What follows belongs to an exercise in optimizing a design on an open flow for small area and a short achievable clock period; a production flow would make more cautious choices. In this exercise RTL edits were held to simulation tests only and were not proved equivalent to the original. No activity file was given, so power comes from the tool's default toggle rates.

== yarrow ==
Design BackEnd, start of the top module:
module BackEnd (
    input  wire logic         Clock,
    input  wire logic         rst,
    input  wire logic [144:0] Issue,
    input  wire logic         IssueValid,
    output wire logic [37:0]  WriteBack
);
Size: about 7500 cells after synthesis, about 2200 flip-flops, roughly 190 I/O pins.
clock: 5.0 ns
lec_check: 0
abc_area: 1
cap_margin: 20
core_margin: 2
core_utilization: 40
cts_cluster_diameter: 70
cts_cluster_size: 25
place_density: 0.6
setup_slack_margin: 2.5
slew_margin: 20
synth_memory_max_bits: 16384
run.sh (not shown) runs the stock make flow with config.mk's settings and CLKGATE_MAP_FILE= SYNTH_SCRIPT=/design/flow/synth_recipe.tcl, a recipe that flattens the netlist after the stock synthesis.
diff inputs: yarrow => ember
- TNS_END_PERCENT newly set to 10
==> run summary <==
When ember is measured against yarrow, its data required time at the worst endpoint turns out 90 ps higher.
Fraction of power consumed by the clock network | ember above yarrow
Fraction of area in clock buffers and inverters ended up 0.26 points higher on ember than on yarrow.
In the final design statistics, ember uses fewer standard cells in total than yarrow.
Input-level comparison between tundra and ember:
- TNS_END_PERCENT: 10 -> unset
==> flow/flow/run.sh (new file) <==
#!/bin/bash
# Own layout flow: the standard synthesis unchanged, then the standard
# ORFS steps with a few resizer and clock-tree settings changed:
#  - the resizer may swap a cell for any cell of the same function, not only
#    one with the same footprint (so port buffers and delay cells can become
#    plain buffers of the right size);
#  - ports are buffered with buf_4 instead of the default choice;
#  - clock-tree sink clusters of up to 25 sinks within 70 um, no dummy loads.
# Each step's full output goes to a log file in this folder.
set -euo pipefail
bash standard.sh synth > synth.log 2>&1
bash standard.sh \
  MATCH_CELL_FOOTPRINT=0 \
  "BUFFER_PORTS_ARGS=-buffer_cell sky130_fd_sc_hd__buf_4" \
  "CTS_ARGS=-sink_clustering_enable -repair_clock_nets -sink_clustering_size 25 -sink_clustering_max_diameter 70 -dont_use_dummy_load" \
  finish > layout.log 2>&1
==> flow/standard.sh (new file) <==
#!/bin/bash
# synth_recipe.tcl (not shown) runs the flow's synth.tcl, then flattens the netlist and writes it again
# the make line also repeats each setting of config.mk as NAME=value (left out here)
make -C /OpenROAD-flow-scripts/flow DESIGN_CONFIG=/design/flow/config.mk WORK_HOME=/design/flow/orfs CLKGATE_MAP_FILE= SYNTH_SCRIPT=/design/flow/synth_recipe.tcl "${@:-finish}"
removed: flow/run.sh
### Flow results
- ember finished all stages; the layout is clean.
- tundra finished every step from synthesis to the final layout, and the layout passed the timing, design-rule and antenna checks.
- tundra ended up with mSign1Lane[1] as its end point of the critical path; ember ended up with wData[19].
- On setup slack, the higher figure sits with tundra, not ember.
- Row met1 routing resource usage after global routing: tundra lower / ember higher
- Sequential share of layout area down 2.2 points in tundra wrt ember

Setup of v18:
Another version of the RTL of BackEnd (not shown whole).
For scale: about 2200 flip-flops.
clock: 5.0 ns
lec_check: 0
abc_area: 1
cap_margin: 20
core_margin: 2
core_utilization: 40
cts_cluster_diameter: 70
cts_cluster_size: 25
place_density: 0.6
setup_slack_margin: 2.2
slew_margin: 20
synth_memory_max_bits: 16384
standard.sh (not shown) runs the stock make flow with config.mk's settings and CLKGATE_MAP_FILE= SYNTH_SCRIPT=/design/flow/synth_recipe.tcl, a recipe that flattens the netlist after the stock synthesis.
==> flow/flow/run.sh <==
#!/bin/bash
# Own layout flow: the standard synthesis unchanged, then the standard
# ORFS steps with a few resizer and clock-tree settings changed:
#  - the resizer may swap a cell for any cell of the same function, not only
#    one with the same footprint (so port buffers and delay cells can become
#    plain buffers of the right size);
#  - ports are buffered with buf_4 instead of the default choice;
#  - clock-tree sink clusters of up to 25 sinks within 70 um, no dummy loads.
# Each step's full output goes to a log file in this folder.
set -euo pipefail
bash standard.sh synth > synth.log 2>&1
bash standard.sh \
  MATCH_CELL_FOOTPRINT=0 \
  "BUFFER_PORTS_ARGS=-buffer_cell sky130_fd_sc_hd__buf_4" \
  "CTS_ARGS=-sink_clustering_enable -repair_clock_nets -sink_clustering_size 25 -sink_clustering_max_diameter 70 -dont_use_dummy_load" \
  finish > layout.log 2>&1
The inputs of v9 differ from those of v18 as listed below.
- SETUP_SLACK_MARGIN changed from 2.2 to 2.5
==> flow/flow/run.sh <==
#!/bin/bash
# Own layout flow: the standard synthesis unchanged, then the standard
# ORFS steps with a few resizer and clock-tree settings changed:
#  - the resizer may swap a cell for any cell of the same function, not only
#    one with the same footprint (so port buffers and delay cells can become
#    plain buffers of the right size);
#  - ports are buffered with buf_2 instead of the default choice;
#  - clock-tree sink clusters of up to 20 sinks within 50 um, each driven
#    by a clkbuf_8, no dummy loads.
# Each step's full output goes to a log file in this folder.
set -euo pipefail
bash standard.sh synth > synth.log 2>&1
bash standard.sh \
  MATCH_CELL_FOOTPRINT=0 \
  "BUFFER_PORTS_ARGS=-buffer_cell sky130_fd_sc_hd__buf_2" \
  "CTS_ARGS=-sink_clustering_enable -repair_clock_nets -sink_clustering_size 20 -sink_clustering_max_diameter 50 -sink_clustering_buffer sky130_fd_sc_hd__clkbuf_8 -dont_use_dummy_load" \
  finish > layout.log 2>&1
--- outcome ---
v9 — overall via count from detail_route 1771 higher, v18 as reference
Going from v18 to v9, half-perimeter wire length after placement shows an increase of 1.3%; multi-input logic cell count held; met3 usage in global routing now sits higher.
Diff v18 -> v9: multiplexer share of the synthesized area did not really move, data arrival time at the worst-slack endpoint now sits lower, clock-buffer cell count up 82.
The following lists how v42 was set up differently from v9:
==> flow/flow/run.sh <==
#!/bin/bash
# Own layout flow: the standard synthesis unchanged, then the standard
# ORFS steps with a few resizer and clock-tree settings changed:
#  - the resizer may swap a cell for any cell of the same function, not only
#    one with the same footprint (so port buffers and delay cells can become
#    plain buffers of the right size);
#  - ports are buffered with buf_4 instead of the default choice;
#  - clock-tree sink clusters of up to 25 sinks within 70 um, no dummy loads.
# Each step's full output goes to a log file in this folder.
set -euo pipefail
bash standard.sh synth > synth.log 2>&1
bash standard.sh \
  MATCH_CELL_FOOTPRINT=0 \
  "BUFFER_PORTS_ARGS=-buffer_cell sky130_fd_sc_hd__buf_4" \
  "CTS_ARGS=-sink_clustering_enable -repair_clock_nets -sink_clustering_size 25 -sink_clustering_max_diameter 70 -dont_use_dummy_load" \
  finish > layout.log 2>&1
### Flow results
In v42, the sequential share of layout area came out 0.16 points below the value in v9.
v42 vs v9 — number of buffers and inverters on the critical path rose 1.
Cmp v9 and v42 / total power / lower: v9
Re post-synthesis net count: no difference whatsoever between v42 and v9.
Looking at v9 and v42, the final area is a wash.
Worst setup path startpoint = mWordSel[15]$_DFF_P_: v9; worst setup path startpoint = mWordSel[13]$_DFF_P_: v42
From v9 to v42 the numbers moved as follows: proportion of cell area occupied by multi-input gates saw a decrease, cell count along the critical path saw a decrease.
v9 → v42: combinational power did not really move; global-route usage did not really move; relative contribution of the clock network to total power went up.

port drivers added, routing unchanged:
How much do the figures lean on ideal ports? The routed layouts below were timed once more, with nothing changed but the port constraints.
Step 1 (the two cells are an assumption about what drives the block):
set clk [get_ports {Clock}]
set_driving_cell -lib_cell sky130_fd_sc_hd__clkbuf_16 $clk
set_driving_cell -lib_cell sky130_fd_sc_hd__buf_2 [delete_from_list [all_inputs] $clk]
Step 2, shift: input delay + t, output delay - t, t = (earliest + latest rising clock arrival at the registers) / 2. This alone moves slack from input paths to output paths.
a / b / c = ideal / step 1 / step 2; a / b = the first two.
| run | t, ns | setup slack, ns | clock arrival spread, ns | worst data-port slew with drivers (ns) | pins driven straight from the clock port |
|---|---|---|---|---|---|
| yarrow | 0.939 | 2.116 / 2.116 / 1.236 | 0.115 / 0.115 | 0.16 | 1 |
| ember | 0.916 | 1.941 / 1.941 / 1.105 | 0.096 / 0.096 | 0.09 | 1 |
| tundra | 0.883 | 2.018 / 2.064 / 1.181 | 0.201 / 0.201 | 0.19 | 1 |
| v18 | 0.874 | 2.059 / 2.059 / 1.295 | 0.178 / 0.178 | 0.24 | 1 |
| v9 | 0.903 | 2.190 / 2.190 / 1.371 | 0.142 / 0.142 | 0.18 | 1 |
| v42 | 0.897 | 2.200 / 2.200 / 1.423 | 0.182 / 0.182 | 0.23 | 1 |
After both steps every run listed still meets setup and hold. The setup slack of yarrow, which loses most, moves by 0.000 ns with the drivers and by -0.880 ns with both steps.
